Context: an optimization exercise on an open-source flow, tuned for small area. The choices shown serve that exercise and are no tape-out recipe.
At most, simulation tests tie the RTL to the original design; equivalence was not proved.
Power is estimated from default activity; no workload was simulated.

==> flow/design.v (excerpt) <==
module alu_wb_top (
	input  logic                clk,
	input  logic                reset_,
	input  logic                flush,
	input  logic                issue_valid,
	input  logic [3:0]          issue_op,
	input  logic [31:0]         issue_a,
	input  logic [31:0]         issue_b,
	input  logic [4:0]          issue_rd,
	output logic                issue_ready,
	input  logic                ext_valid,
	input  logic [4:0]          ext_rd,
	input  logic [31:0]         ext_data,
	output logic                commit_valid,
	output logic [4:0]          commit_rd,
	output logic [31:0]         commit_data,
	output logic                exc_valid,
	output logic [1:0]          exc_code,
	input  logic [4:0]          reg_raddr,
	output logic [31:0]         reg_rdata
);
	logic [DATA_W-1:0]   alu_y_n;
	logic                alu_illegal;
	logic                head_valid;
	logic                head_sel;
	logic [2*REG_AW-1:0] slot_rd;
	logic [2*DATA_W-1:0] slot_data;
	logic [1:0]          slot_exc;
	assign exc_code = 2'd1;
	alu_unit u_alu (
		.op            (issue_op),
		.a             (issue_a),
		.b             (issue_b),
		.y_n           (alu_y_n),
		.illegal       (alu_illegal)
	);
  ...
==> module alu_sel4, before the edit <==
module alu_sel4 (
	input  logic [3:0] s_n,
	input  logic [3:0] d,
	output logic       y
);
	logic [1:0] h;
	assign h[0] = ~((s_n[0] | d[0]) & (s_n[1] | d[1]));
	assign h[1] = ~((s_n[2] | d[2]) & (s_n[3] | d[3]));
	assign y    = ~|h;
endmodule
==> module alu_shr4, before the edit <==
module alu_shr4 #(
	parameter int STEP = 1
) (
	input  logic [DATA_W-1:0]   x,
	input  logic                fill,
	input  logic [3:0]          sel_n,              
	output logic [DATA_W-1:0]   y
);
	for (genvar i = 0; i < DATA_W; i++) begin : g_bit
		logic [3:0] src;
		for (genvar k = 0; k < 4; k++) begin : g_src
			if (i + k*STEP < DATA_W) begin : g_in
				assign src[k] = x[i + k*STEP];
			end else begin : g_fill
				assign src[k] = fill;
			end
		end
		alu_sel4 u_sel (.s_n(sel_n), .d(src), .y(y[i]));
	end
endmodule
==> module alu_shr, before the edit <==
module alu_shr (
	input  logic [DATA_W-1:0]   x,
	input  logic                fill,
	input  logic [3:0]          sh,
	output logic [DATA_W-1:0]   y
);
	logic [DATA_W-1:0] st1;
	logic [3:0]        sel1_n;
	logic [3:0]        sel2_n;
	always_comb begin
		for (int k = 0; k < 4; k++) begin
			sel1_n[k] = (sh[1:0] != 2'(k));
			sel2_n[k] = (sh[3:2] != 2'(k));
		end
	end
	alu_shr4 #(.STEP(1)) u_st1 (.x(x),   .fill(fill), .sel_n(sel1_n), .y(st1));
	alu_shr4 #(.STEP(4)) u_st2 (.x(st1), .fill(fill), .sel_n(sel2_n), .y(y));
endmodule
==> module wb_buffer, before the edit <==
module wb_buffer (
	input  logic                clk,
	input  logic                reset_,
	input  logic                flush,
	input  logic                issue_valid,
	input  logic [REG_AW-1:0]   issue_rd,
	input  logic [DATA_W-1:0]   alu_y_n,            
	input  logic                alu_illegal,
	output logic                issue_ready,
	input  logic                ext_valid,
	output logic                head_valid,
	output logic                head_sel,           
	output logic [2*REG_AW-1:0] slot_rd,
	output logic [2*DATA_W-1:0] slot_data,
	output logic [1:0]          slot_exc
);
	logic [2*DATA_W-1:0]  data_d;
	logic [1:0]           slot_we;
	logic           res_v;         
	logic           cnt1;          
	logic           cnt2;          
	logic           cred_ret;      
	logic           wp;
	logic           rp;
	logic           accept;
	logic           pop;
	logic           inc;
	logic           dec;
	assign issue_ready = !(cnt2 | (cnt1 & (res_v | cred_ret)) | (res_v & cred_ret));
	assign accept      = issue_valid & issue_ready & !flush;
	assign head_valid  = cnt1;
	assign pop         = cnt1 & !ext_valid;
	assign inc = res_v & !pop;
	assign dec = pop & !res_v;
	assign head_sel = rp;
	assign slot_we  = {issue_ready & wp, issue_ready & !wp};
	for (genvar s = 0; s < 2; s++) begin : g_slot
		for (genvar j = 0; j < DATA_W; j++) begin : g_bit
			rf_bit_next u_next (
				.q    (slot_data[s*DATA_W + j]),
				.we_n (!slot_we[s]),
				.wd_n (alu_y_n[j]),
				.d    (data_d[s*DATA_W + j])
			);
		end
	end
	slot_store u_store (
		.clk  (clk),
		.d    (data_d),
		.q    (slot_data)
	);
	always_ff @(posedge clk) begin
		for (int s = 0; s < 2; s++) begin
			if (slot_we[s]) begin
				slot_rd[s*REG_AW +: REG_AW] <= issue_rd;
				slot_exc[s]                 <= alu_illegal;
			end
		end
	end
	always_ff @(posedge clk or negedge reset_) begin
		if (!reset_) begin
			res_v    <= 1'b0;
			cnt1     <= 1'b0;
			cnt2     <= 1'b0;
			cred_ret <= 1'b0;
			wp       <= 1'b0;
			rp       <= 1'b0;
		end else if (flush) begin
			res_v    <= 1'b0;
			cnt1     <= 1'b0;
			cnt2     <= 1'b0;
			cred_ret <= 1'b0;
			wp       <= 1'b0;
			rp       <= 1'b0;
		end else begin
			res_v    <= accept;
			cnt1     <= cnt2 | (cnt1 & !dec) | inc;
			cnt2     <= (cnt2 & !dec) | (cnt1 & inc);
			cred_ret <= pop;
			wp       <= wp ^ accept;
			rp       <= rp ^ pop;
		end
	end
endmodule
==> flow/config.mk <==
export PLATFORM = sky130hd
export DESIGN_NAME = alu_wb_top
export DESIGN_NICKNAME = alu_wb_top
export VERILOG_FILES = /design/flow/design.v
export SDC_FILE = /design/flow/constraint.sdc
export NUM_CORES = 4
export LEC_CHECK = 0
export CAP_MARGIN = 0
export CORE_MARGIN = 2
export CORE_UTILIZATION = 65
export CTS_BUF_LIST = sky130_fd_sc_hd__clkbuf_16
export CTS_CLUSTER_DIAMETER = 100
export CTS_CLUSTER_SIZE = 30
export SLEW_MARGIN = 0
export SYNTH_HIERARCHICAL = 1
==> flow/constraint.sdc <==
create_clock -name core_clock -period 7.0 [get_ports {clk}]
set_input_delay 1.4000 -clock core_clock [delete_from_list [all_inputs] [get_ports {clk}]]
set_output_delay 1.4000 -clock core_clock [all_outputs]
set_load 0.01 [all_outputs]
standard.sh (not shown) runs the stock make flow with config.mk's settings and CLKGATE_MAP_FILE= SYNTH_SCRIPT=/design/flow/synth_recipe.tcl, a recipe that flattens the netlist after the stock synthesis.
==> flow/flow/run.sh <==
#!/bin/bash
# The standard layout, with plain buf_1 cells as the port buffers.
export BUFFER_PORTS_ARGS="-buffer_cell sky130_fd_sc_hd__buf_1"
bash standard.sh > standard.log 2>&1
The first run ran to the end with no violations.
==> next run, changes <==
--- a/flow/design.v
+++ b/flow/design.v
@@ -37,25 +37,22 @@
 		end
 	end
 	assign sum = p ^ c;
 endmodule
 module alu_sel4 (
-	input  logic [3:0] s_n,
+	input  logic [3:0] s,
 	input  logic [3:0] d,
 	output logic       y
 );
-	logic [1:0] h;
-	assign h[0] = ~((s_n[0] | d[0]) & (s_n[1] | d[1]));
-	assign h[1] = ~((s_n[2] | d[2]) & (s_n[3] | d[3]));
-	assign y    = ~|h;
+	assign y = |(s & d);
 endmodule
 module alu_shr4 #(
 	parameter int STEP = 1
 ) (
 	input  logic [DATA_W-1:0]   x,
 	input  logic                fill,
-	input  logic [3:0]          sel_n,              
+	input  logic [3:0]          sel,
 	output logic [DATA_W-1:0]   y
 );
 	for (genvar i = 0; i < DATA_W; i++) begin : g_bit
 		logic [3:0] src;
 		for (genvar k = 0; k < 4; k++) begin : g_src
@@ -63,30 +60,30 @@
 				assign src[k] = x[i + k*STEP];
 			end else begin : g_fill
 				assign src[k] = fill;
 			end
 		end
-		alu_sel4 u_sel (.s_n(sel_n), .d(src), .y(y[i]));
+		alu_sel4 u_sel (.s(sel), .d(src), .y(y[i]));
 	end
 endmodule
 module alu_shr (
 	input  logic [DATA_W-1:0]   x,
 	input  logic                fill,
 	input  logic [3:0]          sh,
 	output logic [DATA_W-1:0]   y
 );
 	logic [DATA_W-1:0] st1;
-	logic [3:0]        sel1_n;
-	logic [3:0]        sel2_n;
+	logic [3:0]        sel1;
+	logic [3:0]        sel2;
 	always_comb begin
 		for (int k = 0; k < 4; k++) begin
-			sel1_n[k] = (sh[1:0] != 2'(k));
-			sel2_n[k] = (sh[3:2] != 2'(k));
+			sel1[k] = (sh[1:0] == 2'(k));
+			sel2[k] = (sh[3:2] == 2'(k));
 		end
 	end
-	alu_shr4 #(.STEP(1)) u_st1 (.x(x),   .fill(fill), .sel_n(sel1_n), .y(st1));
-	alu_shr4 #(.STEP(4)) u_st2 (.x(st1), .fill(fill), .sel_n(sel2_n), .y(y));
+	alu_shr4 #(.STEP(1)) u_st1 (.x(x),   .fill(fill), .sel(sel1), .y(st1));
+	alu_shr4 #(.STEP(4)) u_st2 (.x(st1), .fill(fill), .sel(sel2), .y(y));
 endmodule
 module alu_ybit6 (
 	input  logic [5:0] s,
 	input  logic [5:0] d,
 	output logic       y_n
@@ -209,20 +206,18 @@
 	logic           cred_ret;      
 	logic           wp;
 	logic           rp;
 	logic           accept;
 	logic           pop;
-	logic           inc;
-	logic           dec;
+	logic [1:0]     cnt_next;
 	assign issue_ready = !(cnt2 | (cnt1 & (res_v | cred_ret)) | (res_v & cred_ret));
 	assign accept      = issue_valid & issue_ready & !flush;
 	assign head_valid  = cnt1;
 	assign pop         = cnt1 & !ext_valid;
-	assign inc = res_v & !pop;
-	assign dec = pop & !res_v;
+	assign cnt_next    = {1'b0, cnt1} + {1'b0, cnt2} + {1'b0, res_v} - {1'b0, pop};
 	assign head_sel = rp;
-	assign slot_we  = {issue_ready & wp, issue_ready & !wp};
+	assign slot_we  = {accept & wp, accept & !wp};
 	for (genvar s = 0; s < 2; s++) begin : g_slot
 		for (genvar j = 0; j < DATA_W; j++) begin : g_bit
 			rf_bit_next u_next (
 				.q    (slot_data[s*DATA_W + j]),
 				.we_n (!slot_we[s]),
@@ -259,12 +254,12 @@
 			cred_ret <= 1'b0;
 			wp       <= 1'b0;
 			rp       <= 1'b0;
 		end else begin
 			res_v    <= accept;
-			cnt1     <= cnt2 | (cnt1 & !dec) | inc;
-			cnt2     <= (cnt2 & !dec) | (cnt1 & inc);
+			cnt1     <= (cnt_next != 2'd0);
+			cnt2     <= cnt_next[1];
 			cred_ret <= pop;
 			wp       <= wp ^ accept;
 			rp       <= rp ^ pop;
 		end
 	end
Outcome:
- The new run produced a clean layout
- count of clock-buffer cells in the layout is unchanged
- register-to-register slack improved by 90 ps
- maximum frequency climbs by 1.1%
- power went down by 5.3%
- wire length barely changes
- final cell count rose by 0.47%
- via count goes down by 0.34%
- critical path depth falls by 1
Function not checked in the first run of this note: the RTL went through the layout flow alone.

[static timing again, ports no longer ideal]
Ports are ideal in the flow. The routed layouts listed here were re-timed in OpenROAD.
Step 1 (the two cells are an assumption about what drives the block):
set clk [get_ports {clk}]
set_driving_cell -lib_cell sky130_fd_sc_hd__clkbuf_16 $clk
set_driving_cell -lib_cell sky130_fd_sc_hd__buf_2 [delete_from_list [all_inputs] $clk]
Step 2 also shifts input and output timing later by t, the mid clock arrival at the registers, as if the neighbouring blocks saw the same clock.
Slacks: no drivers / after step 1 / after step 2; pairs: no drivers / after step 1.
run	t (ns)	setup WS [ns]	worst slew at a driven data input, ns
the first run	0.703	1.047 / 0.960 / 0.802	0.18
the second run	0.689	1.112 / 1.033 / 1.033	0.15
After both steps setup and hold are still met in every run listed. The setup slack of the first run, which loses most, moves by -0.087 ns with the drivers and by -0.245 ns with both steps.
